What follows belongs to an exercise in optimizing a design on an open flow for small area; a production flow would make more cautious choices.
Function was checked by simulation only, so behaviour that the tests miss may differ from the original.
Power is estimated from default activity; no workload was simulated.

==> flow/design.v <==
`timescale 1ns/1ps
package bpu_entry_pkg;
    localparam int pc_width   = 32;
    localparam int ctr_width  = 2;
    localparam int btb_ways   = 4;
    localparam int plru_width = btb_ways - 1;
    typedef struct packed {
        logic [pc_width-1:0]   pred_pc;
        logic [ctr_width-1:0]  ctr;
        logic [btb_ways-1:0]   way_valid;
        logic [btb_ways-1:0]   way_hit;
        logic [plru_width-1:0] plru;
    } bp_entry_t;
endpackage
`timescale 1ns/1ps
import bpu_entry_pkg::*;
module bpu_entry_buffer
#(
    parameter int depth = 8
) (
    input  logic                  clk,
    input  logic                  rst_n,
    input  logic                  flush,
    input  logic                  in_vld,
    output logic                  in_rdy,
    input  logic [pc_width-1:0]   in_pc,
    input  logic [ctr_width-1:0]  in_ctr,
    input  logic [btb_ways-1:0]   in_way_valid,
    input  logic [btb_ways-1:0]   in_way_hit,
    input  logic [plru_width-1:0] in_plru,
    input  logic                  commit_vld,
    input  logic                  commit_taken,
    output logic                  out_vld,
    input  logic                  out_rdy,
    output logic [pc_width-1:0]   out_pc,
    output logic [ctr_width-1:0]  out_ctr,
    output logic [btb_ways-1:0]   out_way_valid,
    output logic [btb_ways-1:0]   out_way_hit,
    output logic [plru_width-1:0] out_plru
);
    localparam int idx_w = $clog2(depth);
    localparam int ptr_w = idx_w + 1;
    logic [ptr_w-1:0] wr_ptr;
    logic [ptr_w-1:0] cmt_ptr;
    logic [ptr_w-1:0] rd_ptr;
    logic [ptr_w-1:0] cmt_ptr_nxt;
    logic             wr_fire;
    logic             rd_fire;
    assign in_rdy  = !((wr_ptr[idx_w-1:0] == rd_ptr[idx_w-1:0]) && (wr_ptr[idx_w] != rd_ptr[idx_w]));
    assign out_vld = cmt_ptr != rd_ptr;
    assign wr_fire = in_vld && in_rdy && !flush;
    assign rd_fire = out_vld && out_rdy;
    assign cmt_ptr_nxt = commit_vld ? cmt_ptr + ptr_w'(1) : cmt_ptr;
    always_ff @(posedge clk or negedge rst_n) begin
        if (!rst_n) begin
            wr_ptr <= '0;
        end else if (flush) begin
            wr_ptr <= cmt_ptr_nxt;
        end else if (wr_fire) begin
            wr_ptr <= wr_ptr + ptr_w'(1);
        end
    end
    always_ff @(posedge clk or negedge rst_n) begin
        if (!rst_n) begin
            cmt_ptr <= '0;
            rd_ptr  <= '0;
        end else begin
            cmt_ptr <= cmt_ptr_nxt;
            if (rd_fire) begin
                rd_ptr <= rd_ptr + ptr_w'(1);
            end
        end
    end
    logic                  in_left;
    logic                  in_right;
    logic [plru_width-1:0] wr_plru;
    logic                  wr_hit;
    assign in_left  = in_way_hit[0] | in_way_hit[1];
    assign in_right = in_way_hit[2] | in_way_hit[3];
    assign wr_hit   = in_left | in_right;
    always_comb begin
        wr_plru = in_plru;
        if (in_left) begin
            wr_plru[0] = 1'b1;
            wr_plru[1] = in_way_hit[0];
        end else if (in_right) begin
            wr_plru[0] = 1'b0;
            wr_plru[2] = in_way_hit[2];
        end
    end
    logic [pc_width-1:0]   m_pc   [depth];
    logic [ctr_width-1:0]  m_ctr  [depth];
    logic [btb_ways-1:0]   m_wv   [depth];
    logic                  m_hit  [depth];
    logic [plru_width-1:0] m_plru [depth];
    logic                  m_tk   [depth];
    for (genvar i = 0; i < depth; i++) begin : g_slot
        always_ff @(posedge clk) begin
            if (wr_fire && wr_ptr[idx_w-1:0] == idx_w'(i)) begin
                m_pc[i]   <= in_pc;
                m_ctr[i]  <= in_ctr;
                m_wv[i]   <= in_way_valid;
                m_hit[i]  <= wr_hit;
                m_plru[i] <= wr_plru;
            end
        end
        always_ff @(posedge clk) begin
            if (commit_vld && cmt_ptr[idx_w-1:0] == idx_w'(i)) begin
                m_tk[i] <= commit_taken;
            end
        end
    end
    logic [idx_w-1:0]      ri;
    logic [ctr_width-1:0]  r_ctr;
    logic [btb_ways-1:0]   r_wv;
    logic                  r_hit;
    logic [plru_width-1:0] r_plru;
    logic                  r_tk;
    logic [btb_ways-1:0]   r_hway;
    logic [btb_ways-1:0]   r_inv;
    logic [btb_ways-1:0]   r_first_inv;
    logic [btb_ways-1:0]   r_victim;
    logic [btb_ways-1:0]   r_alloc;
    assign ri     = rd_ptr[idx_w-1:0];
    assign out_pc = m_pc[ri];
    assign r_ctr  = m_ctr[ri];
    assign r_wv   = m_wv[ri];
    assign r_hit  = m_hit[ri];
    assign r_plru = m_plru[ri];
    assign r_tk   = m_tk[ri];
    assign r_hway[0] = r_hit &  r_plru[0] &  r_plru[1];
    assign r_hway[1] = r_hit &  r_plru[0] & ~r_plru[1];
    assign r_hway[2] = r_hit & ~r_plru[0] &  r_plru[2];
    assign r_hway[3] = r_hit & ~r_plru[0] & ~r_plru[2];
    assign r_victim[0] = ~r_plru[0] & ~r_plru[1];
    assign r_victim[1] = ~r_plru[0] &  r_plru[1];
    assign r_victim[2] =  r_plru[0] & ~r_plru[2];
    assign r_victim[3] =  r_plru[0] &  r_plru[2];
    assign r_inv       = ~r_wv;
    assign r_first_inv = r_inv & (~r_inv + btb_ways'(1));
    always_comb begin
        if (r_hit) begin
            r_alloc = r_hway;
        end else if (|r_inv) begin
            r_alloc = r_first_inv;
        end else begin
            r_alloc = r_victim;
        end
    end
    always_comb begin
        out_ctr       = r_ctr;
        out_way_valid = r_wv;
        out_way_hit   = r_hway;
        out_plru      = r_plru;
        if (r_tk) begin
            if (r_ctr != 2'b11) out_ctr = r_ctr + 2'd1;
            out_way_valid = r_wv | r_alloc;
            out_way_hit   = r_alloc;
            if (r_alloc[0] | r_alloc[1]) begin
                out_plru[0] = 1'b1;
                out_plru[1] = r_alloc[0];
            end else begin
                out_plru[0] = 1'b0;
                out_plru[2] = r_alloc[2];
            end
        end else begin
            if (r_ctr != 2'b00) out_ctr = r_ctr - 2'd1;
        end
    end
endmodule
==> flow/run.sh <==
#!/bin/bash
# synth_recipe.tcl (not shown) runs the flow's synth.tcl, then flattens the netlist and writes it again
# the make line also repeats each setting of config.mk as NAME=value (left out here)
make -C /OpenROAD-flow-scripts/flow DESIGN_CONFIG=/design/flow/config.mk WORK_HOME=/design/flow/orfs CLKGATE_MAP_FILE= SYNTH_SCRIPT=/design/flow/synth_recipe.tcl finish
==> flow/config.mk <==
export PLATFORM = sky130hd
export DESIGN_NAME = bpu_entry_buffer
export DESIGN_NICKNAME = bpu_entry_buffer
export VERILOG_FILES = /design/flow/design.v
export SDC_FILE = /design/flow/constraint.sdc
export NUM_CORES = 4
export LEC_CHECK = 0
export ABC_AREA = 1
export CAP_MARGIN = 20
export CORE_MARGIN = 2
export CORE_UTILIZATION = 60
export PLACE_DENSITY = 0.7
export SLEW_MARGIN = 20
==> flow/constraint.sdc <==
create_clock -name core_clock -period 5.0 [get_ports {clk}]
set_input_delay 1.0000 -clock core_clock [delete_from_list [all_inputs] [get_ports {clk}]]
set_output_delay 1.0000 -clock core_clock [all_outputs]
set_load 0.01 [all_outputs]
==> metrics.md, run 1 <==
| Metric | Value |
|---|---|
| Outcome | `finished clean` |
| Placed insts | `1288` |
| HPWL after DPL | `16800 um` |
| DR DRC count | `0` |
| Die area | `24500 um2` |
| Initial DRC Count | `717` |
| Yosys cell types | `46` |
| First-pass GRT wire length | `44900 um` |
| CTS root buf | `clkbuf_16` |
| Predominant post-synthesis flop cell | `edfxtp_1` |
| Final hold vios | `0` |
| Clock slew at reported path FFs | `60 ps` |
| Async SR Flop Fraction | `0.0337` |
| Area Overhead vs Synth | `18.1%` |
| Hold crit path type | `reg2reg` |
| WS Path Type | `reg2out` |
| Share of Yosys cell area claimed by the top area cell type | `0.740` |
| FP Rows | `55` |
| Filler Cell Count | `1473` |
| CTS tree | `built` |
| Hold slack | `517 ps` |
| CP bufs+invs | `4` |
| Initial Util | `0.615` |
| CP required | `4000 ps` |
| # Max-Cap Violations | `0` |
| Most frequent CP cell | `nand2_1` |
| Synthesis warning total | `7` |
| Area of the multi-input gates | `3000 um2` |
| Seq cells post-synth | `356` |
| Critical path depth in cells | `12` |
| Hold_sp | `cmt_ptr[3]` |
| Leak | `5.77 nW` |
| Crit. End Element | `output pin` |
| Cells on worst reg2reg path | `7` |
| Seq/Total Area, Yosys | `0.762` |
| Post-route ant nets | `0` |
| Number of detailed-route iterations in the first pass | `5` |
| Routed len/inst | `21.3 um` |
| Initial antenna violation count | `0` |
| Worst-skew pair later-pin latency | `520 ps` |
| Antenna diodes | `0` |
| Via density | `5.99` |
| Netlist Area Pre-Place | `14000 um2` |
| Worst slack, placed | `768 ps` |
| Clock buffer depth | `3` |
| Critical-path top delay cell | `clkdlybuf4s50_1` |
| Share of cells above drive strength 1 | `0.128` |
| Die Width | `157 um` |
| CTS Buf Count | `36` |
| Mean Syn Cell Area | `15.1 um2` |
| Worst-path maximum fanout | `20` |
| Fin crit period | `4660 ps` |
| Gr usage total | `0.246` |
| Final std cells w/o fill | `1353` |
| Final slew viol count | `0` |
| Least-Margin Pin Slew | `811 ps` |
| Final Cycle Share | `0.933` |
| H-Tree Depth | `2` |
| Register Area | `10600 um2` |
| GR Overflow Total | `0` |
| Yosys top cell by area | `edfxtp_1` |
| CP top delay family | `buffers and inverters` |
| Largest net degree at the start of global routing | `44` |
| Vias in the first global route | `8021` |
| Worst R2R Start | `rd_ptr[2]` |
| Final setup margin | `337 ps` |
| Post-synthesis instance total | `922` |
| Final wirelength | `28900 um` |
| Number of I/O port buffers | `98` |
| Final #Nets | `1114` |
| Worst reg2reg endpoint | `m_pc[3][20]` |
| CORE AREA | `22700 um2` |
| Worst Hold Depth | `1` |
| Clock sinks | `356` |
| Crit-path cells | `inv_1 -> ha_2 -> nand2_1 -> inv_2 -> buf_4 -> nand2_1 -> nand2_1 -> nor2_1 -> nand3_2 -> a21oi_1 -> o31ai_1 -> clkdlybuf4s50_1` |
| Vias | `8106` |
| PwrDens | `629 nW/um2` |
| Top cells by area, synth | `edfxtp_1 74%, nand2_1 4.2%, a22o_1 3.8%, dfrtp_1 2.2%, nand3_1 2.1%` |
| Reg-to-reg slack, setup | `2290 ps` |
| CP startpoint kind | `register` |
| # hold bufs at CTS | `0` |
| WHS Endpoint | `cmt_ptr[3]` |
| Placer Congestion | `0.866` |
| Max_slew headroom | `0.458` |
| RSZ-0062 raised after global routing | `false` |
| Worst EP arrival | `3660 ps` |
| Final setup fails | `0` |
| Syn nets | `992` |
| Fmax | `0.214 GHz` |
| Clock Skews | `24.8 ps` |
| Setup Total Neg Slack | `0 ps` |
| Max incr delay on CP | `600 ps` |
| I/O pin count | `99` |
| Number of synthesized flops with an enable pin | `344` |
| Maximum vdd drop | `0.385 mV` |
| Die height | `157 um` |
## per-layer routing
layer / vias up / part of all wire / global-route usage
met5: - / 0 / 0
met4: 0 / 0.019 / 0.0699
met3: 51 / 0.069 / 0.0424
met2: 289 / 0.49 / 0.411
met1: 4037 / 0.42 / 0.337
li1: 3729 / - / -
## final cells by class
class,instances,area share
sequential,356,0.645
clock inverter,19,0.0125
inverter,38,0.00896
tap,285,0.0216
clock buffer,43,0.0576
timing repair buffer,124,0.0721
multi-input combinational,488,0.182
## kinds of logic after synthesis
group	share of synthesized area
XOR/XNOR	0.00690
AO/OA/AOI/OAI	0.0856
flip-flops	0.762
AND/OR/NAND/NOR	0.102
buffers and inverters	0.0276
adder cells (fa/ha/maj)	0.0161
## placed cells by master (no fill, tap or decap), drive strengths merged, types with 2 or more instances in the layout
| master | count |
|---|---|
| clkinvlp | 2 |
| nand4 | 7 |
| buf | 26 |
| a221oi | 32 |
| bufinv | 4 |
| or2 | 4 |
| dfrtp | 12 |
| clkbuf | 43 |
| clkdlybuf4s50 | 98 |
| nor2 | 49 |
| o21ai | 10 |
| xor2 | 5 |
| nor3 | 8 |
| clkinv | 11 |
| ha | 18 |
| a32o | 7 |
| a21oi | 39 |
| nand2 | 166 |
| xnor2 | 6 |
| a22o | 60 |
| edfxtp | 344 |
| inv | 40 |
| nand3 | 68 |
| o211ai | 2 |
## worst reg2reg max path: stages, from the launching register on
cell     delay (ps)
dfrtp_1         700
xnor2_1         140
nand3_1         150
nand2_1         100
nor2_1          190
inv_2           170
nor2_4          650
buf_12          290
## report_power, final
part	internal [mW]	switching (mW)
Combinational	1.73	2.35
Clock	1.56	1.05
Sequential	3.54	0.133
## worst max path at each step
stage	startpoint	end	slack, ps
finish	rd_ptr[0]	out_way_hit[3]	340
global route	rd_ptr[2]	out_way_hit[0]	90
CTS	rd_ptr[0]	out_way_valid[2]	210
detailed placement	rd_ptr[0]	out_way_hit[3]	770
global placement	rd_ptr[0]	out_way_hit[3]	820
floorplan	rd_ptr[2]	m_ctr[4][0]	260
## sequential cells by signal, indices dropped and copies added, names as in the netlist
register,cells
cmt_ptr,4
m_plru,24
m_tk,8
m_hit,8
m_pc,256
wr_ptr,4
m_wv,32
m_ctr,16
rd_ptr,4
## Yosys cell counts (2+ instances only)
cell type and instances:
buf_6 8, xor2_1 5, inv_2 8, nor3_1 8
nand4_1 5, a22o_1 60, nand4_2 2, buf_2 4
o21ai_0 6, a221oi_1 32, nand2_2 6, nor2_4 4
ha_1 18, nand3_2 10, buf_1 3, nand3_1 58
a21oi_1 38, clkbuf_1 22, or2_1 2, nand2_1 157
o21ai_1 2, dfrtp_1 12, nor2_1 38, inv_1 28
edfxtp_1 344, xnor2_1 6, o211ai_1 2, buf_4 2
a32o_1 7, nor2_2 7, nand2_4 3
## repair_timing
| item | CTS | global route |
|---|---|---|
| buffers inserted | 0 | 3 |
| gates resized for setup | 0 | 3 |
| endpoints found under the setup margin | 0 | 3 |
## stage by stage
| stage | instance area [um2] | power, mW | util |
|---|---|---|---|
| floorplan | 14000 | 6.08 | - |
| global placement | 15300 | 7.75 | 0.674 |
| detailed placement | 15300 | 7.79 | 0.674 |
| CTS | 16500 | 10.4 | 0.724 |
| global route | 16500 | 10.9 | 0.726 |
| finish | 16500 | 10.4 | 0.726 |
==> run 2, diff against run 1 <==
--- a/flow/design.v
+++ b/flow/design.v
@@ -14,2 +14,11 @@
 endpackage
+`timescale 1ns/1ps
+module sel8
+(
+    input  logic [7:0] s,
+    input  logic [7:0] d,
+    output logic       y
+);
+    assign y = |(s & d);
+endmodule
 `timescale 1ns/1ps
@@ -52,14 +61,6 @@
     assign rd_fire = out_vld && out_rdy;
-    assign cmt_ptr_nxt = commit_vld ? cmt_ptr + ptr_w'(1) : cmt_ptr;
+    assign cmt_ptr_nxt = cmt_ptr + ptr_w'(commit_vld);
     always_ff @(posedge clk or negedge rst_n) begin
         if (!rst_n) begin
-            wr_ptr <= '0;
-        end else if (flush) begin
-            wr_ptr <= cmt_ptr_nxt;
-        end else if (wr_fire) begin
-            wr_ptr <= wr_ptr + ptr_w'(1);
-        end
-    end
-    always_ff @(posedge clk or negedge rst_n) begin
-        if (!rst_n) begin
+            wr_ptr  <= '0;
             cmt_ptr <= '0;
@@ -67,6 +68,5 @@
         end else begin
+            wr_ptr  <= flush ? cmt_ptr_nxt : wr_ptr + ptr_w'(wr_fire);
             cmt_ptr <= cmt_ptr_nxt;
-            if (rd_fire) begin
-                rd_ptr <= rd_ptr + ptr_w'(1);
-            end
+            rd_ptr  <= rd_ptr + ptr_w'(rd_fire);
         end
@@ -96,3 +96,5 @@
     logic                  m_tk   [depth];
+    logic [pc_width+ctr_width+btb_ways+1+plru_width:0] m_rec [depth];
     for (genvar i = 0; i < depth; i++) begin : g_slot
+        assign m_rec[i] = {m_pc[i], m_ctr[i], m_wv[i], m_hit[i], m_plru[i], m_tk[i]};
         always_ff @(posedge clk) begin
@@ -124,8 +126,16 @@
     assign ri     = rd_ptr[idx_w-1:0];
-    assign out_pc = m_pc[ri];
-    assign r_ctr  = m_ctr[ri];
-    assign r_wv   = m_wv[ri];
-    assign r_hit  = m_hit[ri];
-    assign r_plru = m_plru[ri];
-    assign r_tk   = m_tk[ri];
+    localparam int rec_w = pc_width + ctr_width + btb_ways + 1 + plru_width + 1;
+    logic [depth-1:0] rsel;
+    logic [rec_w-1:0] r_rec;
+    for (genvar i = 0; i < depth; i++) begin : g_rsel
+        assign rsel[i] = (ri == idx_w'(i));
+    end
+    for (genvar b = 0; b < rec_w; b++) begin : g_rbit
+        logic [depth-1:0] col;
+        for (genvar i = 0; i < depth; i++) begin : g_col
+            assign col[i] = m_rec[i][b];
+        end
+        sel8 i_sel (.s(rsel), .d(col), .y(r_rec[b]));
+    end
+    assign {out_pc, r_ctr, r_wv, r_hit, r_plru, r_tk} = r_rec;
     assign r_hway[0] = r_hit &  r_plru[0] &  r_plru[1];
@@ -138,4 +148,7 @@
     assign r_victim[3] =  r_plru[0] &  r_plru[2];
-    assign r_inv       = ~r_wv;
-    assign r_first_inv = r_inv & (~r_inv + btb_ways'(1));
+    assign r_inv          = ~r_wv;
+    assign r_first_inv[0] = r_inv[0];
+    assign r_first_inv[1] = r_inv[1] & r_wv[0];
+    assign r_first_inv[2] = r_inv[2] & r_wv[0] & r_wv[1];
+    assign r_first_inv[3] = r_inv[3] & r_wv[0] & r_wv[1] & r_wv[2];
     always_comb begin
@@ -155,3 +168,3 @@
         if (r_tk) begin
-            if (r_ctr != 2'b11) out_ctr = r_ctr + 2'd1;
+            out_ctr = {r_ctr[1] | r_ctr[0], r_ctr[1] | ~r_ctr[0]};
             out_way_valid = r_wv | r_alloc;
@@ -166,3 +179,3 @@
         end else begin
-            if (r_ctr != 2'b00) out_ctr = r_ctr - 2'd1;
+            out_ctr = {r_ctr[1] & r_ctr[0], r_ctr[1] & ~r_ctr[0]};
         end
==> flow/flow/run.sh (new file) <==
#!/bin/bash
# Standard ORFS layout (standard.sh, unchanged synthesis) with two layout settings changed:
#  - port buffers use the smallest buffer, sky130_fd_sc_hd__buf_1
#  - clock tree built from clkbuf_4 with larger sink clusters and no dummy loads
set -euo pipefail
bash standard.sh \
  'BUFFER_PORTS_ARGS=-buffer_cell sky130_fd_sc_hd__buf_1' \
  'CTS_ARGS=-sink_clustering_enable -repair_clock_nets -dont_use_dummy_load -buf_list sky130_fd_sc_hd__clkbuf_4 -sink_clustering_size 10 -sink_clustering_max_diameter 100 -sink_buffer_max_cap_derate 1.0' \
  finish > standard_flow.log 2>&1
==> flow/standard.sh (new file) <==
#!/bin/bash
# synth_recipe.tcl (not shown) runs the flow's synth.tcl, then flattens the netlist and writes it again
# the make line also repeats each setting of config.mk as NAME=value (left out here)
make -C /OpenROAD-flow-scripts/flow DESIGN_CONFIG=/design/flow/config.mk WORK_HOME=/design/flow/orfs CLKGATE_MAP_FILE= SYNTH_SCRIPT=/design/flow/synth_recipe.tcl "${@:-finish}"
--- a/flow/config.mk
+++ b/flow/config.mk
@@ -7,3 +7,2 @@
 export LEC_CHECK = 0
-export ABC_AREA = 1
 export CAP_MARGIN = 20
@@ -13 +12,3 @@
 export SLEW_MARGIN = 20
+export SYNTH_HIERARCHICAL = 1
+export SYNTH_MINIMUM_KEEP_SIZE = 0
removed: flow/run.sh
==> run 2 against run 1 <==
Against the previous run:
- largest cell class unchanged
- sequential share of layout area is 9.8 points higher
- still clean
- via count is 9.9% lower
- design area shrank 13%
- critical endpoint unchanged
- area after synthesis fell by 5.1%
- global-route usage fell by 0.33 points
- combinational power decreased by 37%
- clock skew rose by 12 ps
- fmax up 0.90%
- worst setup slack better by 42 ps
- first-iteration DRC count increased by 7.9%
- non-clock buffer count fell by 4
- cell count down 16%
==> metrics.md, run 2 <==
| Metric | Value |
|---|---|
| Outcome | `finished clean` |
| Worst R2R Start | `rd_ptr[2]` |
| Final setup fails | `0 (unchanged)` |
| Die area | `23300 um2 (-4.9%)` |
| Clock share of power | `0.161 (-0.091)` |
| FP Rows | `54 (-1.8%)` |
| Final setup margin | `379 ps (+41.7 ps)` |
| Commonest non-fill, non-tap cell in the layout | `edfxtp_1` |
| Crit. Startpoint | `rd_ptr[0]` |
| CORE AREA | `21800 um2 (-4.2%)` |
| Via density | `6.45 (+7.7%)` |
| Vias in the first global route | `7560 (-5.7%)` |
| Number of synthesized flops with an enable pin | `344 (unchanged)` |
| Top reg by flops | `m_pc` |
| CTS root buf | `clkbuf_4` |
| Fmax | `0.216 GHz (+0.90%)` |
| Final std cells w/o fill | `1132 (-16%)` |
| Share of cells above drive strength 1 | `0.0988 (-0.0295)` |
| Async SR Flop Fraction | `0.0337 (unchanged)` |
| I/O pin count | `99 (unchanged)` |
| Worst setup path end | `out_way_hit[3]` |
| Number of I/O port buffers | `98 (unchanged)` |
| M1 WL | `10900 um (-10%)` |
| Netlist Area Pre-Place | `13300 um2 (-5.1%)` |
| Clock slew at reported path FFs | `110 ps (+50 ps)` |
| Post-synthesis instance total | `729 (-21%)` |
| Internal power | `4.79 mW (-30%)` |
| Area Overhead vs Synth | `7.97%` |
| Clock buffer depth | `3 (unchanged)` |
| Largest net degree at the start of global routing | `44 (unchanged)` |
| Switch Pwr | `2.73 mW (-23%)` |
| Cells on worst reg2reg path | `4 (-3)` |
| Maximum vdd drop | `0.328 mV (-15%)` |
| Filler Cell Count | `1506 (+2.2%)` |
| Final wirelength | `28000 um (-2.9%)` |
| Share of total power in combinational logic | `0.341 (-0.053)` |
| H-Tree Depth | `2 (unchanged)` |
| Worst EP arrival | `3620 ps (-40 ps)` |
| Die height | `153 um (-2.5%)` |
| Least-Margin Pin Slew | `1000 ps (+190 ps)` |
| Predominant post-synthesis flop cell | `edfxtp_1` |
| Initial antenna violation count | `2 (+2)` |
| Post-CTS Setup Inserts | `0 (unchanged)` |
| Final hold vios | `0 (unchanged)` |
| Seq/Total Area, Yosys | `0.802 (+0.0406)` |
| Count leader, synth | `edfxtp_1` |
| Placed insts | `1089 (-15%)` |
| Vias | `7301 (-9.9%)` |
| DR WL met3 | `2320 um (+17%)` |
| Initial DRC Count | `774 (+7.9%)` |
| Worst-path maximum fanout | `18 (-10%)` |
| Final #Nets | `910 (-18%)` |
| Routed length on met2 | `14300 um (+0.32%)` |
| DR DRC count | `0 (unchanged)` |
| Seq pwr share | `0.498 (+0.144)` |
| CP startpoint kind | `register` |
| Top Registers | `m_pc (256), m_wv (32), m_plru (24)` |
| HPWL after DPL | `15600 um (-7.1%)` |
| Reg-to-reg slack, setup | `2230 ps (-60 ps)` |
| Setup Total Neg Slack | `0 ps (unchanged)` |
| Most frequent cells in the layout | `344 x edfxtp_1, 172 x a22oi_1, 98 x buf_1` |
| RSZ-0062 raised after global routing | `false` |
| Fin crit period | `4620 ps (-41.7 ps)` |
| Crit. End Element | `output pin` |
| Die Width | `153 um (-2.5%)` |
| Number of detailed-route iterations in the first pass | `5 (unchanged)` |
| Final Cycle Share | `0.924 (-0.00835)` |
| Routed len/inst | `24.8 um (+16%)` |
| Placer Congestion | `0.763 (-12%)` |
| Worst reg2reg endpoint | `m_pc[4][16]` |
| Clock sinks | `356 (unchanged)` |
| Share of Yosys cell area claimed by the top area cell type | `0.780 (+0.0395)` |
| Switch share | `0.363 (+0.0220)` |
| Yosys top cell by area | `edfxtp_1` |
| Gr usage total | `0.242 (-0.00325)` |
| Max_slew headroom | `0.332 (-0.126)` |
| Hold crit path type | `in2async` |
| Final slew viol count | `0 (unchanged)` |
| Hold slack | `314 ps (-202 ps)` |
| PwrDens | `525 nW/um2 (-17%)` |
| Worst slack, placed | `1120 ps (+354 ps)` |
| # hold bufs at CTS | `0 (unchanged)` |
| Seq cells post-synth | `356 (unchanged)` |
| Syn nets | `787 (-21%)` |
| Synthesis warning total | `14 (+7)` |
| CTS tree | `built` |
| WS Path Type | `reg2out` |
| Mean Syn Cell Area | `18.2 um2 (+20%)` |
| First-pass GRT wire length | `42900 um (-4.5%)` |
| # Max-Cap Violations | `0 (unchanged)` |
| Leak | `4.36 nW (-24%)` |
| Post-synth top cells | `344 x edfxtp_1, 172 x a22oi_1, 45 x nand4_1` |
| Clock Skews | `36.4 ps (+11.6 ps)` |
| GR Overflow Total | `0 (unchanged)` |
| Post-route ant nets | `0 (unchanged)` |
| Top sig layer | `met4` |
| Yosys cell types | `37 (-20%)` |
| Worst-skew pair later-pin latency | `680 ps (+160 ps)` |
| CTS Buf Count | `41 (+14%)` |
| Top cells by area, synth | `edfxtp_1 78%, a22oi_1 9.7%, dfrtp_1 2.3%, nand4_1 2.1%, buf_4 1.8%` |
| Post-CTS resize count | `0 (unchanged)` |
| CP required | `4000 ps (about the same)` |
| Max reg flops | `256 (unchanged)` |
| Initial Util | `0.609 (-0.00556)` |
run 2: how the worst min path moves through the flow:
| stage | start | cells past startpoint | endpoint |
|---|---|---|---|
| finish | rst_n | 1 | cmt_ptr[1] |
| global route | rst_n | 1 | rd_ptr[1] |
| CTS | rst_n | 1 | cmt_ptr[1] |
| detailed placement | rd_ptr[3] | 1 | rd_ptr[3] |
| global placement | cmt_ptr[3] | 1 | cmt_ptr[3] |
| floorplan | rd_ptr[0] | 1 | rd_ptr[0] |
run 2: worst max-delay path, cell delays in order (launching register included):
cell       delay [ps]
dfrtp_1           730
nor3b_4           920
a22oi_1           160
nand4_1           350
nor2b_1           310
nand4_1           170
o2bb2ai_1         170
buf_1             170
run 2: cells by family after synthesis:
family                   Yosys count  synth area share
AND/OR/NAND/NOR                  111            0.0491
adder cells (fa/ha/maj)            8           0.00718
XOR/XNOR                          14           0.00925
multiplexers                       3           0.00255
buffers and inverters             46            0.0226
AO/OA/AOI/OAI                    191             0.107
flip-flops                       356             0.802
run 2: through the flow:
stage               area (um2)   util  power (mW)
floorplan                13300      -        5.69
global placement         14000  0.643        6.29
detailed placement       14000  0.643        6.38
CTS                      14300  0.657        7.55
global route             14300  0.658        7.89
finish                   14300  0.658        7.52
run 2: power by group through the flow:
| stage | clock network [mW] | logic [mW] | registers [mW] |
|---|---|---|---|
| finish | 1.21 | 2.56 | 3.74 |
| global placement | 0 | 2.50 | 3.79 |
| CTS | 1.24 | 2.57 | 3.74 |
| global route | 1.34 | 2.78 | 3.77 |
| detailed placement | 0 | 2.56 | 3.81 |
| floorplan | 0 | 1.97 | 3.72 |
run 2: layer usage:
metal / global-route usage / up-vias
met3: 0.0481 / 46
met5: 0 / -
met4: 0.0772 / 0
li1: - / 3268
met1: 0.328 / 3661
met2: 0.404 / 326
run 2: Yosys stat by module (local to each module, per instance):
| module | copies in the design | cell area, um2 | cells | flip-flops and latches |
|---|---|---|---|---|
| bpu_entry_buffer | 1 | 11700 | 514 | 356 |
| sel8 | 43 | 36.3 | 5 | 0 |
run 2: final cells by class:
cell class | count | area, um2 | area share
Inverter | 6 | 22.5 | 0.00157
Tap cell | 280 | 350 | 0.0245
Timing Repair Buffer | 120 | 533 | 0.0373
Clock buffer | 41 | 308 | 0.0215
Multi-Input combinational cell | 327 | 2460 | 0.172
Antenna cell | 2 | 5.00 | 0.000350
Sequential cell | 356 | 10600 | 0.743
==> run 3, diff against run 2 <==
--- a/flow/design.v
+++ b/flow/design.v
@@ -21,3 +21,21 @@
 );
-    assign y = |(s & d);
+    logic n0;
+    logic n1;
+    aoi222 i_g0 (.a(s[0]), .b(d[0]), .c(s[1]), .d(d[1]), .e(s[2]), .f(d[2]), .y(n0));
+    aoi222 i_g1 (.a(s[3]), .b(d[3]), .c(s[4]), .d(d[4]), .e(s[5]), .f(d[5]), .y(n1));
+    or_aoi22 i_g2 (.n0(n0), .n1(n1), .a(s[6]), .b(d[6]), .c(s[7]), .d(d[7]), .y(y));
+endmodule
+module or_aoi22
+(
+    input  logic n0, n1, a, b, c, d,
+    output logic y
+);
+    assign y = ~n0 | ~n1 | (a & b) | (c & d);
+endmodule
+module aoi222
+(
+    input  logic a, b, c, d, e, f,
+    output logic y
+);
+    assign y = ~((a & b) | (c & d) | (e & f));
 endmodule
==> run 3 against run 2 <==
Against the previous run:
- wire length shrank 2.4%
- critical path type unchanged
- via count shrank 0.56%
- largest cell class unchanged
- still clean
- cell count shrank 3.7%
- non-clock buffer count grew 1
- count of clock-buffer cells in the layout is the same
- largest power group unchanged
- synthesized cell count shrank 5.9%
- global-route usage is essentially flat
- combinational power grew 2%
==> metrics.md, run 3 <==
| Metric | Value |
|---|---|
| Outcome | `finished clean` |
| Die height | `152 um (-0.59%)` |
| RSZ-0062 raised after global routing | `false` |
| Routed length on met2 | `14000 um (-1.9%)` |
| PwrDens | `533 nW/um2 (+1.4%)` |
| GR Overflow Total | `0 (unchanged)` |
| CTS tree | `built` |
| DR DRC count | `0 (unchanged)` |
| # Max-Cap Violations | `0 (unchanged)` |
| Number of I/O port buffers | `98 (unchanged)` |
| Worst-path maximum fanout | `43 (+25)` |
| Routed len/inst | `25.1 um (+1.3%)` |
| CP required | `4000 ps (about the same)` |
| Share of cells above drive strength 1 | `0.105 (+0.00637)` |
| CP top delay family | `simple AND/OR/NAND/NOR gates` |
| Crit. End Element | `output pin` |
| H-Tree Depth | `2 (unchanged)` |
| DR WL met3 | `2350 um (+1.6%)` |
| I/O pin count | `99 (unchanged)` |
| Total Power | `7.54 mW (+0.33%)` |
| Filler Cell Count | `1476 (-2.0%)` |
| WS Path Type | `reg2out` |
| Max incr delay on CP | `780 ps (-140 ps)` |
| Least-Margin Pin Slew | `953 ps (-48.0 ps)` |
| Post-CTS resize count | `0 (unchanged)` |
| Post-CTS Setup Inserts | `0 (unchanged)` |
| Commonest non-fill, non-tap cell in the layout | `edfxtp_1` |
| Max_slew headroom | `0.360 (+0.0280)` |
| Largest net degree at the start of global routing | `44 (unchanged)` |
| Placer Congestion | `0.754 (-1.1%)` |
| Top sig layer | `met4` |
| Post-synth top cells | `344 x edfxtp_1, 86 x a222oi_1, 47 x nand3_1` |
| Number of detailed-route iterations in the first pass | `6 (+1)` |
| Mean Syn Cell Area | `19.1 um2 (+5.0%)` |
| Fin crit period | `4560 ps (-62.6 ps)` |
| First-pass GRT wire length | `41000 um (-4.5%)` |
| Gr usage total | `0.242 (-0.000364)` |
| # hold bufs at CTS | `0 (unchanged)` |
| Initial DRC Count | `901 (+16%)` |
| Netlist Area Pre-Place | `13100 um2 (-1.2%)` |
| Die area | `23000 um2 (-1.2%)` |
| Initial Util | `0.605 (-0.00366)` |
| CP startpoint kind | `register` |
| Vias in the first global route | `7315 (-3.2%)` |
| Syn nets | `744 (-5.5%)` |
| Clock Skews | `61.3 ps (+24.9 ps)` |
| Most frequent cells in the layout | `344 x edfxtp_1, 98 x buf_1, 86 x a222oi_1` |
| Via density | `6.66 (+3.3%)` |
| Top Registers | `m_pc (256), m_wv (32), m_plru (24)` |
| Fmax | `0.219 GHz (+1.4%)` |
| Number of synthesized flops with an enable pin | `344 (unchanged)` |
| Clock buffer depth | `3 (unchanged)` |
| Critical-path top delay cell | `and3b_4` |
| Die Width | `152 um (-0.59%)` |
| Initial antenna violation count | `2 (unchanged)` |
| Post-synthesis instance total | `686 (-5.9%)` |
| Crit. Startpoint | `rd_ptr[2]` |
| CORE AREA | `21600 um2 (-0.62%)` |
| Predominant post-synthesis flop cell | `edfxtp_1` |
| Layout Utilization | `0.655 (-0.00289)` |
| Clock slew at reported path FFs | `100 ps (about the same)` |
| Worst-skew pair later-pin latency | `670 ps (about the same)` |
| Max reg flops | `256 (unchanged)` |
| Yosys cell types | `38 (+2.7%)` |
| CTS root buf | `clkbuf_4` |
| FP Rows | `54 (unchanged)` |
| Seq/Total Area, Yosys | `0.812 (+0.00989)` |
| Area Overhead vs Synth | `8.14%` |
| Final std cells w/o fill | `1090 (-3.7%)` |
| Leak | `4.39 nW (+0.63%)` |
| Yosys top cell by area | `edfxtp_1` |
| Vias | `7260 (-0.56%)` |
| Placed insts | `1047 (-3.9%)` |
| Hold crit path type | `in2async` |
| Top cells by area, synth | `edfxtp_1 79%, a222oi_1 6.6%, a22oi_1 2.5%, dfrtp_1 2.3%, buf_4 1.8%` |
| CTS Buf Count | `41 (unchanged)` |
| Final Cycle Share | `0.912 (-0.0125)` |
| Seq cells post-synth | `356 (unchanged)` |
| Top reg by flops | `m_pc` |
| Final wirelength | `27400 um (-2.4%)` |
| Final slew viol count | `0 (unchanged)` |
| M1 WL | `10500 um (-4.1%)` |
| Worst EP arrival | `3560 ps (-60 ps)` |
| Worst R2R Start | `rd_ptr[2]` |
| Share of Yosys cell area claimed by the top area cell type | `0.789 (+0.00961)` |
| Final #Nets | `868 (-4.6%)` |
| CP bufs+invs | `1 (unchanged)` |
| Crit-path cells | `and3b_4 -> a222oi_1 -> nand3_1 -> nor2b_1 -> o21ai_0 -> a21boi_0 -> buf_1` |
| HPWL after DPL | `15400 um (-1.5%)` |
| Async SR Flop Fraction | `0.0337 (unchanged)` |
| Clock sinks | `356 (unchanged)` |
| Post-route ant nets | `0 (unchanged)` |
| Final hold vios | `0 (unchanged)` |
| Synthesis warning total | `14 (unchanged)` |
| Final setup fails | `0 (unchanged)` |
| Maximum vdd drop | `0.330 mV (+0.62%)` |
| Count leader, synth | `edfxtp_1` |
## run 3: final timing paths
path	endpoint	slack, ps	cells past startpoint
max	out_plru[1]	440	7
min	cmt_ptr[0]	370	1
max reg2reg	m_pc[4][23]	2170	4
min reg2reg	cmt_ptr[3]	540	1
max in group asynchronous	rd_ptr[1]	4230	1
min in group core_clock	cmt_ptr[3]	540	1
## run 3: worst register-to-register path: stages, from the launching register on
cell and delay (ps):
dfrtp_1 760, xor2_1 200, nor4_4 860, nor2_4 370, buf_4 360
## run 3: where the power goes
group | leakage (nW) | switching, mW | internal [mW]
clock network | 0.189 | 0.809 | 0.379
registers | 3.25 | 0.182 | 3.56
logic | 0.951 | 1.72 | 0.895
## run 3: Yosys stat by module (local to each module, per instance), excerpt
module | cell area (um2) | copies in the design | flip-flops and latches | cells
bpu_entry_buffer | 11700 | 1 | 356 | 514
aoi222 | 10.0 | 86 | 0 | 1
or_aoi22 | 12.5 | 43 | 0 | 2
## run 3: kinds of logic (layout without fill, tap and decap cells)
kind of cell	Yosys count	after routing	synth area share
buffers and inverters	46	168	0.0228
adders and majority gates	8	8	0.00726
AOI/OAI and AO/OA	148	148	0.100
xor gates and xnor gates	14	14	0.00937
muxes	3	3	0.00258
and+or+nand+nor	111	111	0.0456
other	0	2	0
DFF	356	356	0.812
## run 3: metal layers
layer,vias up,GRT usage
li1,3194,-
met2,333,0.412
met5,-,0
met1,3678,0.319
met4,0,0.0708
met3,55,0.0515
## run 3: area by class of cell
cell class	instances	area (um2)	area share
inverters	6	22.5	0.00159
well taps	280	350	0.0247
multi-input cells	284	2300	0.162
clock buffers	41	308	0.0217
repair buffers	121	541	0.0382
diodes	2	5.00	0.000354
flip-flops and latches	356	10600	0.751
## run 3: stage by stage
stage / TNS (ps) / setup slack (ps) / hold slack [ps] / cell area, um2
2_1_floorplan: -42210 / -1010 / 473 / 13100
3_3_place_gp: 0 / 1020 / 515 / 13800
6_report: 0 / 441 / 371 / 14200
5_1_grt: 0 / 182 / 394 / 14200
4_1_cts: 0 / 156 / 336 / 14100
3_5_place_dp: 0 / 854 / 517 / 13800
==> run 4, diff against run 3 <==
--- a/flow/design.v
+++ b/flow/design.v
@@ -40,2 +40,22 @@
     assign y = ~((a & b) | (c & d) | (e & f));
+endmodule
+`timescale 1ns/1ps
+module dec8
+(
+    input  logic       en,
+    input  logic [2:0] a,
+    output logic [7:0] y
+);
+    for (genvar i = 0; i < 8; i++) begin : g_out
+        assign y[i] = en && (a == 3'(i));
+    end
+endmodule
+module dec8n
+(
+    input  logic [2:0] a,
+    output logic [7:0] y
+);
+    for (genvar i = 0; i < 8; i++) begin : g_out
+        assign y[i] = (a == 3'(i));
+    end
 endmodule
@@ -115,2 +135,6 @@
     logic [pc_width+ctr_width+btb_ways+1+plru_width:0] m_rec [depth];
+    logic [depth-1:0] wsel;
+    logic [depth-1:0] csel;
+    dec8 i_wdec (.en(wr_fire),    .a(wr_ptr[idx_w-1:0]),  .y(wsel));
+    dec8 i_cdec (.en(commit_vld), .a(cmt_ptr[idx_w-1:0]), .y(csel));
     for (genvar i = 0; i < depth; i++) begin : g_slot
@@ -118,3 +142,3 @@
         always_ff @(posedge clk) begin
-            if (wr_fire && wr_ptr[idx_w-1:0] == idx_w'(i)) begin
+            if (wsel[i]) begin
                 m_pc[i]   <= in_pc;
@@ -127,3 +151,3 @@
         always_ff @(posedge clk) begin
-            if (commit_vld && cmt_ptr[idx_w-1:0] == idx_w'(i)) begin
+            if (csel[i]) begin
                 m_tk[i] <= commit_taken;
@@ -147,5 +171,3 @@
     logic [rec_w-1:0] r_rec;
-    for (genvar i = 0; i < depth; i++) begin : g_rsel
-        assign rsel[i] = (ri == idx_w'(i));
-    end
+    dec8n i_rdec (.a(ri), .y(rsel));
     for (genvar b = 0; b < rec_w; b++) begin : g_rbit
==> flow/flow/run.sh (replaced) <==
#!/bin/bash
# Standard ORFS layout (standard.sh, unchanged synthesis) with these layout settings changed:
#  - port buffers use the smallest buffer, sky130_fd_sc_hd__buf_1
#  - clock tree built from clkbuf_4 with sink clusters of 10 and no dummy loads
#  - power recovery (downsizing of non-critical gates) after global routing
set -euo pipefail
bash standard.sh \
  'BUFFER_PORTS_ARGS=-buffer_cell sky130_fd_sc_hd__buf_1' \
  'CTS_ARGS=-sink_clustering_enable -repair_clock_nets -dont_use_dummy_load -buf_list sky130_fd_sc_hd__clkbuf_4 -sink_clustering_size 10 -sink_clustering_max_diameter 100 -sink_buffer_max_cap_derate 1.0' \
  RECOVER_POWER=100 \
  finish > standard_flow.log 2>&1
==> run 4 against run 3 <==
Against the previous run:
- now fails the layout checks on capacitance limit, slew limit
- die area grew 0.36%
- sequential share of layout area is 0.67 points higher
- wire length fell by 1.3%
- critical endpoint is now out_pc[15]
- largest cell class unchanged
==> metrics.md, run 4 <==
| Metric | Value |
|---|---|
| Outcome | `failed layout checks` |
| Failing Checks | `capacitance limit, slew limit` |
| CORE AREA | `21700 um2 (+0.31%)` |
| CTS tree | `built` |
| Final #Nets | `853 (-1.7%)` |
| Count leader, synth | `edfxtp_1` |
| Placer Congestion | `0.810 (+7.4%)` |
| CP required | `4000 ps (about the same)` |
| Syn nets | `726 (-2.4%)` |
| Gr usage total | `0.233 (-0.00891)` |
| Final std cells w/o fill | `1074 (-1.5%)` |
| CP startpoint kind | `register` |
| Post-synthesis instance total | `668 (-2.6%)` |
| DR DRC count | `0 (unchanged)` |
| Synthesis warning total | `14 (unchanged)` |
| Number of I/O port buffers | `98 (unchanged)` |
| Placed insts | `1032 (-1.4%)` |
| Crit. End Element | `output pin` |
| Via density | `6.71 (+0.78%)` |
| Leak | `4.38 nW (-0.17%)` |
| Initial antenna violation count | `1 (-1)` |
| Initial DRC Count | `898 (-0.33%)` |
| Clock sinks | `356 (unchanged)` |
| Yosys cell types | `41 (+7.9%)` |
| Area Overhead vs Synth | `6.79%` |
| Post-route ant nets | `0 (unchanged)` |
| Worst-path maximum fanout | `27 (-37%)` |
| # hold bufs at CTS | `0 (unchanged)` |
| Clock slew at reported path FFs | `110 ps (about the same)` |
| Share of Yosys cell area claimed by the top area cell type | `0.786 (-0.00293)` |
| Seq/Total Area, Yosys | `0.809 (-0.00302)` |
| Post-synth top cells | `344 x edfxtp_1, 86 x a222oi_1, 46 x nand3_1` |
| Layout Utilization | `0.647 (-0.00781)` |
| I/O pin count | `99 (unchanged)` |
| Maximum vdd drop | `0.287 mV (-13%)` |
| Die area | `23100 um2 (+0.36%)` |
| Largest net degree at the start of global routing | `44 (unchanged)` |
| H-Tree Depth | `2 (unchanged)` |
| HPWL after DPL | `15400 um (about the same)` |
| CTS Buf Count | `41 (unchanged)` |
| Fin crit period | `4720 ps (+159 ps)` |
| Max_slew headroom | `-0.207 (-0.567)` |
| FP Rows | `54 (unchanged)` |
| Worst EP arrival | `3720 ps (+160 ps)` |
| Final slew viol count | `197 (+197)` |
| RSZ-0062 raised after global routing | `false` |
| Post-CTS Setup Inserts | `0 (unchanged)` |
| GR Overflow Total | `0 (unchanged)` |
| Final setup fails | `0 (unchanged)` |
| Top cells by area, synth | `edfxtp_1 79%, a222oi_1 6.6%, a22oi_1 2.5%, dfrtp_1 2.3%, buf_4 1.9%` |
| Final Cycle Share | `0.944 (+0.0319)` |
| WS Path Type | `reg2out` |
| Final hold vios | `0 (unchanged)` |
| Number of synthesized flops with an enable pin | `344 (unchanged)` |
| Initial Util | `0.606 (about the same)` |
| First-pass GRT wire length | `41400 um (+0.99%)` |
| Fmax | `0.212 GHz (-3.4%)` |
| Top reg by flops | `m_pc` |
| Predominant post-synthesis flop cell | `edfxtp_1` |
| Async SR Flop Fraction | `0.0337 (unchanged)` |
| Die height | `152 um (+0.18%)` |
| Clock Skews | `53.2 ps (-8.09 ps)` |
| Total Power | `7.48 mW (-0.82%)` |
| CTS root buf | `clkbuf_4` |
| Mean Syn Cell Area | `19.7 um2 (+3.1%)` |
| Worst-skew pair later-pin latency | `670 ps (about the same)` |
| Vias in the first global route | `7280 (-0.48%)` |
| PwrDens | `533 nW/um2 (about the same)` |
| Number of detailed-route iterations in the first pass | `6 (unchanged)` |
| Netlist Area Pre-Place | `13100 um2 (+0.37%)` |
| Most frequent cells in the layout | `344 x edfxtp_1, 86 x a222oi_1, 57 x buf_1` |
| Top Registers | `m_pc (256), m_wv (32), m_plru (24)` |
| Final wirelength | `27000 um (-1.3%)` |
| Yosys top cell by area | `edfxtp_1` |
| # Max-Cap Violations | `7 (+7)` |
| Die Width | `152 um (+0.18%)` |
| Least-Margin Pin Slew | `1810 ps (+858 ps)` |
| Commonest non-fill, non-tap cell in the layout | `edfxtp_1` |
| Clock buffer depth | `3 (unchanged)` |
| Share of cells above drive strength 1 | `0.0933 (-0.0119)` |
| Max reg flops | `256 (unchanged)` |
| Setup Total Neg Slack | `0 ps (unchanged)` |
| Vias | `7209 (-0.70%)` |
| Hold crit path type | `in2async` |
| Routed len/inst | `25.1 um (+0.18%)` |
| Seq cells post-synth | `356 (unchanged)` |
| Post-CTS resize count | `0 (unchanged)` |
==> run 4: cells by family (layout without fill, tap and decap cells) <==
kind of cell / after synthesis / after routing / synth area share
DFF: 356 / 356 / 0.809
AOI/OAI and AO/OA: 147 / 147 / 0.0996
and+or+nand+nor: 100 / 100 / 0.0494
buffers and inverters: 38 / 163 / 0.0211
xor gates and xnor gates: 14 / 14 / 0.00933
adders and majority gates: 8 / 8 / 0.00724
muxes: 5 / 5 / 0.00419
other: 0 / 1 / 0
==> run 4: through the flow <==
stage	setup WS, ps	hold slack (ps)	area [um2]
after floorplan	6.12	480	13100
final	282	347	14000
after global routing	71.3	346	14000
after CTS	337	314	14100
after detailed placement	1080	530	13800
after global placement	1230	511	13800
==> run 4: path summary, 6_finish.rpt <==
| check | from | end | depth (start not counted) | slack (ps) |
|---|---|---|---|---|
| worst max-delay path | rd_ptr[2] | out_pc[15] | 6 | 280 |
| worst min-delay path | rst_n | cmt_ptr[2] | 1 | 350 |
| worst max register to register | rd_ptr[2] | m_pc[1][1] | 5 | 950 |
| worst min register to register | rd_ptr[3] | rd_ptr[3] | 1 | 550 |
| max in group asynchronous | rst_n | wr_ptr[2] | 1 | 4220 |
| min in group core_clock | rd_ptr[3] | rd_ptr[3] | 1 | 550 |
==> run 4: layout make-up <==
cell class	instances	area, um2
timing repair buffer	119	494
antenna	1	2.50
tap	280	350
sequential	356	10600
clock buffer	41	308
multi-input combinational	274	2230
fill	1516	7660
inverter	3	11.3
==> run 4: power breakdown <==
| group | internal [mW] | switching, mW | leakage, nW |
|---|---|---|---|
| registers | 3.57 | 0.172 | 3.24 |
| clock network | 0.379 | 0.815 | 0.189 |
| logic | 0.907 | 1.64 | 0.945 |
| total | 4.85 | 2.63 | 4.38 |
==> run 4: modules after synthesis, one instance, submodules excluded, a selection <==
module	cells inside	times used	cell area, um2
or_aoi22	2	43	12.5
dec8n	8	1	65.1
dec8	8	2	96.3
bpu_entry_buffer	472	1	11500
aoi222	1	86	10.0
==> run 4: critical path, stage by stage, from the launching register on <==
cell and delay [ps]:
dfrtp_1 640, nor3b_1 960, clkbuf_4 330, clkbuf_2 590, a222oi_1 170, nand3_1 160
buf_1 200
==> run 4: routing by layer <==
layer  part of all wire  global-route usage
met2               0.50               0.400
met3              0.087              0.0448
met4              0.022              0.0717
met5                  0                   0
met1               0.39               0.306
==> run 5, diff against run 4 <==
--- a/flow/design.v
+++ b/flow/design.v
@@ -162,7 +162,2 @@
     logic                  r_tk;
-    logic [btb_ways-1:0]   r_hway;
-    logic [btb_ways-1:0]   r_inv;
-    logic [btb_ways-1:0]   r_first_inv;
-    logic [btb_ways-1:0]   r_victim;
-    logic [btb_ways-1:0]   r_alloc;
     assign ri     = rd_ptr[idx_w-1:0];
@@ -180,44 +175,32 @@
     assign {out_pc, r_ctr, r_wv, r_hit, r_plru, r_tk} = r_rec;
-    assign r_hway[0] = r_hit &  r_plru[0] &  r_plru[1];
-    assign r_hway[1] = r_hit &  r_plru[0] & ~r_plru[1];
-    assign r_hway[2] = r_hit & ~r_plru[0] &  r_plru[2];
-    assign r_hway[3] = r_hit & ~r_plru[0] & ~r_plru[2];
-    assign r_victim[0] = ~r_plru[0] & ~r_plru[1];
-    assign r_victim[1] = ~r_plru[0] &  r_plru[1];
-    assign r_victim[2] =  r_plru[0] & ~r_plru[2];
-    assign r_victim[3] =  r_plru[0] &  r_plru[2];
-    assign r_inv          = ~r_wv;
-    assign r_first_inv[0] = r_inv[0];
-    assign r_first_inv[1] = r_inv[1] & r_wv[0];
-    assign r_first_inv[2] = r_inv[2] & r_wv[0] & r_wv[1];
-    assign r_first_inv[3] = r_inv[3] & r_wv[0] & r_wv[1] & r_wv[2];
+    logic                  o_hit;
+    logic [plru_width-1:0] o_plru;
+    assign o_hit = r_hit | r_tk;
     always_comb begin
-        if (r_hit) begin
-            r_alloc = r_hway;
-        end else if (|r_inv) begin
-            r_alloc = r_first_inv;
-        end else begin
-            r_alloc = r_victim;
-        end
-    end
-    always_comb begin
-        out_ctr       = r_ctr;
-        out_way_valid = r_wv;
-        out_way_hit   = r_hway;
-        out_plru      = r_plru;
-        if (r_tk) begin
-            out_ctr = {r_ctr[1] | r_ctr[0], r_ctr[1] | ~r_ctr[0]};
-            out_way_valid = r_wv | r_alloc;
-            out_way_hit   = r_alloc;
-            if (r_alloc[0] | r_alloc[1]) begin
-                out_plru[0] = 1'b1;
-                out_plru[1] = r_alloc[0];
+        o_plru = r_plru;
+        if (r_tk && !r_hit) begin
+            if (&r_wv) begin
+                o_plru[0] = ~r_plru[0];
+                if (r_plru[0]) begin
+                    o_plru[2] = ~r_plru[2];
+                end else begin
+                    o_plru[1] = ~r_plru[1];
+                end
+            end else if (!r_wv[0] || !r_wv[1]) begin
+                o_plru[0] = 1'b1;
+                o_plru[1] = ~r_wv[0];
             end else begin
-                out_plru[0] = 1'b0;
-                out_plru[2] = r_alloc[2];
+                o_plru[0] = 1'b0;
+                o_plru[2] = ~r_wv[2];
             end
-        end else begin
-            out_ctr = {r_ctr[1] & r_ctr[0], r_ctr[1] & ~r_ctr[0]};
-        end
-    end
-endmodule
+        end
+    end
+    assign out_plru         = o_plru;
+    assign out_way_hit[0]   = o_hit &  o_plru[0] &  o_plru[1];
+    assign out_way_hit[1]   = o_hit &  o_plru[0] & ~o_plru[1];
+    assign out_way_hit[2]   = o_hit & ~o_plru[0] &  o_plru[2];
+    assign out_way_hit[3]   = o_hit & ~o_plru[0] & ~o_plru[2];
+    assign out_way_valid    = r_wv | (out_way_hit & {btb_ways{r_tk}});
+    assign out_ctr = r_tk ? {r_ctr[1] | r_ctr[0], r_ctr[1] | ~r_ctr[0]}
+                          : {r_ctr[1] & r_ctr[0], r_ctr[1] & ~r_ctr[0]};
+endmodule
==> flow/flow/run.sh (replaced) <==
#!/bin/bash
# Standard ORFS layout (standard.sh, unchanged synthesis) with two layout settings changed:
#  - port buffers use the smallest buffer, sky130_fd_sc_hd__buf_1
#  - clock tree built from clkbuf_4 with larger sink clusters and no dummy loads
set -euo pipefail
bash standard.sh \
  'BUFFER_PORTS_ARGS=-buffer_cell sky130_fd_sc_hd__buf_1' \
  'CTS_ARGS=-sink_clustering_enable -repair_clock_nets -dont_use_dummy_load -buf_list sky130_fd_sc_hd__clkbuf_4 -sink_clustering_size 10 -sink_clustering_max_diameter 100 -sink_buffer_max_cap_derate 1.0' \
  finish > standard_flow.log 2>&1
==> run 5 against run 4 <==
Against the previous run:
- the run now finishes clean
- combinational power is essentially flat
- wire length grew 2.0%
- fmax shrank 0.53%
- count of clock-buffer cells in the layout is the same
- area after synthesis shrank 0.40%
- cell count shrank 1.1%
- flip-flop and latch count is the same
- global-route usage grew 1.2 points
- sequential share of layout area shrank 0.070 points
- clock skew shrank 2.5 ps
- highest routed layer unchanged
==> metrics.md, run 5 <==
| Metric | Value |
|---|---|
| Outcome | `finished clean` |
| Number of detailed-route iterations in the first pass | `5 (-1)` |
| Crit-path cells | `and3b_2 -> buf_4 -> a222oi_1 -> nand3_1 -> nand3b_1 -> o31ai_1 -> a22o_4 -> nor3b_1 -> buf_1` |
| Yosys top cell by area | `edfxtp_1` |
| Share of Yosys cell area claimed by the top area cell type | `0.789 (+0.00316)` |
| Worst reg2reg endpoint | `m_pc[6][28]` |
| Top reg by flops | `m_pc` |
| FP Rows | `54 (unchanged)` |
| Final wirelength | `27500 um (+2.0%)` |
| Final hold vios | `0 (unchanged)` |
| Top Registers | `m_pc (256), m_wv (32), m_plru (24)` |
| Commonest non-fill, non-tap cell in the layout | `edfxtp_1` |
| Total Power | `7.51 mW (+0.47%)` |
| Worst-skew pair later-pin latency | `670 ps (about the same)` |
| GR Overflow Total | `0 (unchanged)` |
| Compound-Gate Fraction of Synth Area | `0.100 (+0.000400)` |
| Via density | `6.73 (+0.20%)` |
| # hold bufs at CTS | `0 (unchanged)` |
| RSZ-0062 raised after global routing | `false` |
| Async SR Flop Fraction | `0.0337 (unchanged)` |
| Initial antenna violation count | `1 (unchanged)` |
| Maximum vdd drop | `0.370 mV (+29%)` |
| Placed insts | `1020 (-1.2%)` |
| Post-synthesis xor/xnor area fraction | `0.00937 (+0.0000375)` |
| Count leader, synth | `edfxtp_1` |
| Max_slew headroom | `0.269 (+0.477)` |
| Final #Nets | `841 (-1.4%)` |
| Worst EP arrival | `3740 ps (+20 ps)` |
| Max incr delay on CP | `680 ps (-280 ps)` |
| Clock buffer depth | `3 (unchanged)` |
| Routed len/inst | `25.9 um (+3.1%)` |
| WS Path Type | `reg2out` |
| Hold slack | `350 ps (+3.44 ps)` |
| Hold crit path type | `in2async` |
| Area Overhead vs Synth | `7.34%` |
| Final slew viol count | `0 (-100%)` |
| Post-synthesis mux area share | `0.00172 (-0.00247)` |
| Combinational family with the most area after synthesis | `compound AO/OA/AOI/OAI gates` |
| CP startpoint kind | `register` |
| Vias | `7143 (-0.92%)` |
| Initial Util | `0.605 (about the same)` |
| Register Area | `10600 um2 (about the same)` |
| Syn nets | `716 (-1.4%)` |
| CTS Buf Count | `41 (unchanged)` |
| Busiest layer in global routing | `met2` |
| Worst-path maximum fanout | `28 (+3.7%)` |
| H-Tree Depth | `2 (unchanged)` |
| PwrDens | `535 nW/um2 (+0.36%)` |
| Number of synthesized flops with an enable pin | `344 (unchanged)` |
| Fmax | `0.211 GHz (-0.53%)` |
| Post-synth top cells | `344 x edfxtp_1, 86 x a222oi_1, 46 x nand3_1` |
| Post-synthesis instance total | `658 (-1.5%)` |
| Placer Congestion | `0.780 (-3.7%)` |
| Max reg flops | `256 (unchanged)` |
| CTS root buf | `clkbuf_4` |
| Clock slew at reported path FFs | `110 ps (about the same)` |
| HPWL after DPL | `15500 um (+0.92%)` |
| Yosys cell types | `44 (+7.3%)` |
| Gr usage total | `0.245 (+0.0115)` |
| Top cells by area, synth | `edfxtp_1 79%, a222oi_1 6.6%, a22oi_1 2.5%, dfrtp_1 2.3%, buf_4 1.8%` |
| Predominant post-synthesis flop cell | `edfxtp_1` |
| Mean Syn Cell Area | `19.9 um2 (+1.1%)` |
| Die area | `23000 um2 (-0.39%)` |
| Most frequent cells in the layout | `344 x edfxtp_1, 98 x buf_1, 86 x a222oi_1` |
| Share of cells above drive strength 1 | `0.119 (+0.0258)` |
| CTS tree | `built` |
| Final Cycle Share | `0.949 (+0.00502)` |
| CP required | `4000 ps (about the same)` |
| Critical path depth in cells | `9 (+3)` |
| Critical-path top delay cell | `dfrtp_1` |
| Setup Total Neg Slack | `0 ps (unchanged)` |
| Clock Skews | `50.7 ps (-2.54 ps)` |
| CP bufs+invs | `2 (-1)` |
| GRT met1 Usage | `0.328 (+0.0218)` |
| DR DRC count | `0 (unchanged)` |
| Post-route ant nets | `0 (unchanged)` |
| Worst R2R Start | `rd_ptr[0]` |
| Vias in the first global route | `7131 (-2.0%)` |
| Leak | `4.37 nW (-0.21%)` |
| Layout Utilization | `0.650 (+0.00277)` |
| Final setup fails | `0 (unchanged)` |
| Area of the multi-input gates | `2230 um2 (-0.11%)` |
| Synth Area in Simple Gates | `0.0481 (-0.00133)` |
| Least-Margin Pin Slew | `1100 ps (-715 ps)` |
| Synthesis warning total | `14 (unchanged)` |
| Seq cells post-synth | `356 (unchanged)` |
| First-pass GRT wire length | `41200 um (-0.43%)` |
| GR Layer Usage met2 | `0.417 (+0.0171)` |
| Cells on worst reg2reg path | `5 (unchanged)` |
| Global Route met3 Usage | `0.0383 (-0.00646)` |
| Clock sinks | `356 (unchanged)` |
| Filler Cell Count | `1536 (+1.3%)` |
| Initial DRC Count | `811 (-9.7%)` |
| CORE AREA | `21600 um2 (-0.31%)` |
| Largest net degree at the start of global routing | `43 (-2.3%)` |
| Number of I/O port buffers | `98 (unchanged)` |
| Adder-cell area share of the yosys netlist | `0.00727 (+0.0000291)` |
| Reg-to-reg slack, setup | `2000 ps (+1050 ps)` |
| # Max-Cap Violations | `0 (-7)` |
| Die height | `152 um (-0.19%)` |
| Final std cells w/o fill | `1062 (-1.1%)` |
| Netlist Area Pre-Place | `13100 um2 (-0.40%)` |
| I/O pin count | `99 (unchanged)` |
| Seq/Total Area, Yosys | `0.812 (+0.00325)` |
| Die Width | `152 um (-0.19%)` |
| Fin crit period | `4740 ps (+25.1 ps)` |
| CP top delay family | `simple AND/OR/NAND/NOR gates` |
| Crit. End Element | `output pin` |
==> run 5: cells by family (layout without fill, tap and decap cells) <==
logic type,after synthesis,after routing
compound gates,145,145
xor+xnor,14,14
fa+ha+maj,8,8
buf+inv,40,163
flops,356,356
mux,2,2
other cells,0,1
simple gates,93,93
==> run 5: cell type report <==
class | count | area share
antenna | 1 | 0.000178
clock buffer | 41 | 0.0219
inverter | 7 | 0.00187
multi-input combinational | 262 | 0.159
sequential | 356 | 0.757
tap | 280 | 0.0249
timing repair buffer | 115 | 0.0353
==> run 5: per-layer routing <==
layer  share of wire  routed length [um]  up-vias
li1                -                   -     3118
met1            0.39               10800     3616
met2            0.50               13800      367
met3           0.084                2320       42
met4           0.022                 613        0
met5               0                   0        -
==> run 5: worst max-delay path by stage <==
stage	startpoint	to	slack, ps
after floorplan	rd_ptr[1]	out_way_hit[1]	760
after global placement	rd_ptr[1]	out_way_hit[1]	1110
after detailed placement	rd_ptr[1]	out_way_hit[1]	930
after CTS	rd_ptr[1]	out_way_hit[1]	240
after global routing	rd_ptr[0]	out_way_hit[1]	30
final	rd_ptr[0]	out_way_hit[0]	260
==> run 5: repair_timing <==
action	in CTS	in global routing
endpoints found under the hold margin	0	0
buffers inserted	0	0
setup endpoints to repair	0	3
gates resized for setup	0	2
==> run 5: through the flow <==
| step | setup WS [ps] | instance area (um2) |
|---|---|---|
| after CTS | 242 | 14000 |
| after global routing | 26.4 | 14000 |
| after detailed placement | 931 | 13700 |
| after floorplan | 759 | 13100 |
| final | 257 | 14000 |
| after global placement | 1110 | 13700 |
==> run 5: power breakdown <==
group          total [mW]  internal (mW)  switching [mW]
logic                2.56          0.915            1.64
registers            3.75           3.56           0.195
clock network        1.21          0.380           0.828
==> run 5: worst reg2reg max path: stages, from the launching register on <==
cell     delay [ps]
dfrtp_1         680
xnor2_1         110
nand4_1         150
and3b_1         340
and4b_2        1030
buf_4           390
==> run 5: per-module statistics from Yosys, one instance, submodules excluded, excerpt <==
module / cell area [um2] / copies in the design / flops+latches / cells inside
aoi222: 10.0 / 86 / 0 / 1
bpu_entry_buffer: 11400 / 1 / 356 / 462
dec8: 96.3 / 2 / 0 / 8
dec8n: 65.1 / 1 / 0 / 8
or_aoi22: 12.5 / 43 / 0 / 2
==> run 6, diff against run 5 <==
==> flow/flow/run.sh (replaced) <==
#!/bin/bash
# Standard ORFS layout (standard.sh, unchanged synthesis) with these layout settings changed:
#  - port buffers use the smallest buffer, sky130_fd_sc_hd__buf_1
#  - clock tree built from clkbuf_4 with sink clusters of 10 and no dummy loads
#  - after floorplan, multi-drive logic gates are swapped for their drive-1 variant
#    (flow/downsize.tcl); placement's repair and the timing repairs size up what needs it
set -euo pipefail
here=$(pwd)
bash standard.sh \
  'BUFFER_PORTS_ARGS=-buffer_cell sky130_fd_sc_hd__buf_1' \
  'CTS_ARGS=-sink_clustering_enable -repair_clock_nets -dont_use_dummy_load -buf_list sky130_fd_sc_hd__clkbuf_4 -sink_clustering_size 10 -sink_clustering_max_diameter 100 -sink_buffer_max_cap_derate 1.0' \
  "POST_FLOORPLAN_TCL=$here/flow/downsize.tcl" \
  finish > standard_flow.log 2>&1
==> flow/flow/downsize.tcl (new file) <==
# swap every multi-drive gate for its drive-1 variant; placement's repair_design
# and the timing repairs size back up what the limits and timing need
set db [ord::get_db]
set n 0
foreach inst [[ord::get_db_block] getInsts] {
  set m [[$inst getMaster] getName]
  if {[regexp {^(sky130_fd_sc_hd__[a-z0-9]+)_([0-9]+)$} $m -> base drive] && $drive > 1} {
    foreach d {1 0} {
      set cand "${base}_$d"
      set master [$db findMaster $cand]
      if {$master ne "NULL" && ![string match *dfrtp* $base] && ![string match *edfxtp* $base]} {
        if {[$inst swapMaster $master]} { incr n }
        break
      }
    }
  }
}
puts "downsized $n instances"
==> run 6 against run 5 <==
Against the previous run:
- non-clock buffer count increased by 3
- synthesized cell count stayed put
- via count increased by 0.46%
- clock skew fell by 28 ps
- critical path type unchanged
==> metrics.md, run 6 <==
| Metric | Value |
|---|---|
| Clock Skews | `22.3 ps (-28.4 ps)` |
| Synthesis warning total | `14 (unchanged)` |
| Synth Area in Simple Gates | `0.0481 (unchanged)` |
| Predominant post-synthesis flop cell | `edfxtp_1` |
| WS Path Type | `reg2out` |
| Least-Margin Pin Slew | `969 ps (-127 ps)` |
| Final setup fails | `0 (unchanged)` |
| Count leader, synth | `edfxtp_1` |
| DR DRC count | `0 (unchanged)` |
| Worst setup path end | `out_way_hit[2]` |
| Post-synthesis mux area share | `0.00172 (unchanged)` |
| Area Overhead vs Synth | `6.93%` |
| Critical path depth in cells | `8 (-1)` |
| # Max-Cap Violations | `0 (unchanged)` |
| Placed cell areas | `13700 um2 (-0.43%)` |
| Crit-path cells | `and3b_2 -> a222oi_1 -> nand3_1 -> and2b_1 -> o22ai_1 -> o21ai_0 -> nor2b_1 -> buf_1` |
| Reg-to-reg slack, setup | `2070 ps (+70 ps)` |
| Crit. End Element | `output pin` |
| Filler Cell Count | `1505 (-2.0%)` |
| I/O pin count | `99 (unchanged)` |
| Clock sinks | `356 (unchanged)` |
| Number of synthesized flops with an enable pin | `344 (unchanged)` |
| Maximum vdd drop | `0.316 mV (-15%)` |
| Final setup margin | `300 ps (+43.8 ps)` |
| Worst slack, placed | `1040 ps (+105 ps)` |
| Outcome | `finished clean` |
| H-Tree Depth | `2 (unchanged)` |
| Vias | `7176 (+0.46%)` |
| Syn nets | `716 (unchanged)` |
| Top Registers | `m_pc (256), m_wv (32), m_plru (24)` |
| Top cells by area, synth | `edfxtp_1 79%, a222oi_1 6.6%, a22oi_1 2.5%, dfrtp_1 2.3%, buf_4 1.8%` |
| Initial DRC Count | `1073 (+32%)` |
| CP top delay family | `simple AND/OR/NAND/NOR gates` |
| Placer Congestion | `0.774 (-0.68%)` |
| Final #Nets | `844 (+0.36%)` |
| Share of Yosys cell area claimed by the top area cell type | `0.789 (unchanged)` |
| Vias in the first global route | `7266 (+1.9%)` |
| Netlist Area Pre-Place | `13100 um2 (unchanged)` |
| Via density | `6.72 (-0.10%)` |
| Fin crit period | `4700 ps (-43.8 ps)` |
| Routed len/inst | `25.7 um (-0.81%)` |
| Cells on worst reg2reg path | `5 (unchanged)` |
| CTS Buf Count | `41 (unchanged)` |
| Die height | `152 um (unchanged)` |
| CP startpoint kind | `register` |
| Share of cells above drive strength 1 | `0.0982 (-0.0209)` |
| Post-synthesis instance total | `658 (unchanged)` |
| RSZ-0062 raised after global routing | `false` |
| Final hold vios | `0 (unchanged)` |
[run 6: cell count changes in the layout (fill, tap and decap cells not counted), sizes merged]
| cell | previous run | this run |
|---|---|---|
| buf | 115 | 118 |
| diode | 1 | 4 |
[run 6: logic make-up after synthesis]
group | after synthesis
mux | 2
xor+xnor | 14
simple gates | 93
fa+ha+maj | 8
buf+inv | 40
compound gates | 145
flops | 356
[run 6: Yosys stat by module (local to each module, per instance), excerpt]
module,cell area [um2],flip-flops and latches,cells inside
or_aoi22,12.5,0,2
aoi222,10.0,0,1
dec8n,65.1,0,8
bpu_entry_buffer,11400,356,462
dec8,96.3,0,8
[run 6: layout make-up]
cell class | instances | area (um2) | area share
timing repair buffer | 118 | 518 | 0.0370
sequential | 356 | 10600 | 0.760
clock buffer | 41 | 308 | 0.0220
antenna | 4 | 10.0 | 0.000715
tap | 280 | 350 | 0.0250
multi-input combinational | 262 | 2150 | 0.154
inverter | 7 | 26.3 | 0.00188
[run 6: power breakdown]
part	internal (mW)	leakage [nW]	switching [mW]	total [mW]
clock network	0.380	0.189	0.834	1.21
logic	0.866	0.926	1.63	2.49
registers	3.55	3.24	0.175	3.73
total	4.80	4.36	2.64	7.43
[run 6: metal layers]
layer / global-route usage / vias to the layer above / wire [um]
met5: 0 / - / 0
met4: 0.0833 / 0 / 622
met3: 0.0434 / 44 / 2380
met2: 0.393 / 383 / 13400
met1: 0.342 / 3623 / 11100
li1: - / 3126 / -
[run 6: worst min path at each step]
stage	slack, ps	start	endpoint
after floorplan	490	cmt_ptr[3]	cmt_ptr[3]
after global placement	520	cmt_ptr[3]	cmt_ptr[3]
after detailed placement	520	cmt_ptr[3]	cmt_ptr[3]
after CTS	330	rst_n	wr_ptr[1]
after global routing	370	rst_n	wr_ptr[1]
final	330	rst_n	cmt_ptr[2]
[run 6: per-stage QoR]
stage / cells / utilization / hold slack (ps)
6_report: 1068 / 0.647 / 335
5_1_grt: 1065 / 0.647 / 371
4_1_cts: 1064 / 0.647 / 333
3_5_place_dp: 1023 / 0.633 / 518
3_3_place_gp: 1023 / 0.633 / 522
2_1_floorplan: 658 / - / 486

Check on run 6: ideal ports give 0.300 ns setup slack; a clkbuf_16 on the clock port and buf_2 on the inputs give 0.263 ns; moving port delays by the midpoint clock arrival (0.673 ns) as well gives 0.937 ns.
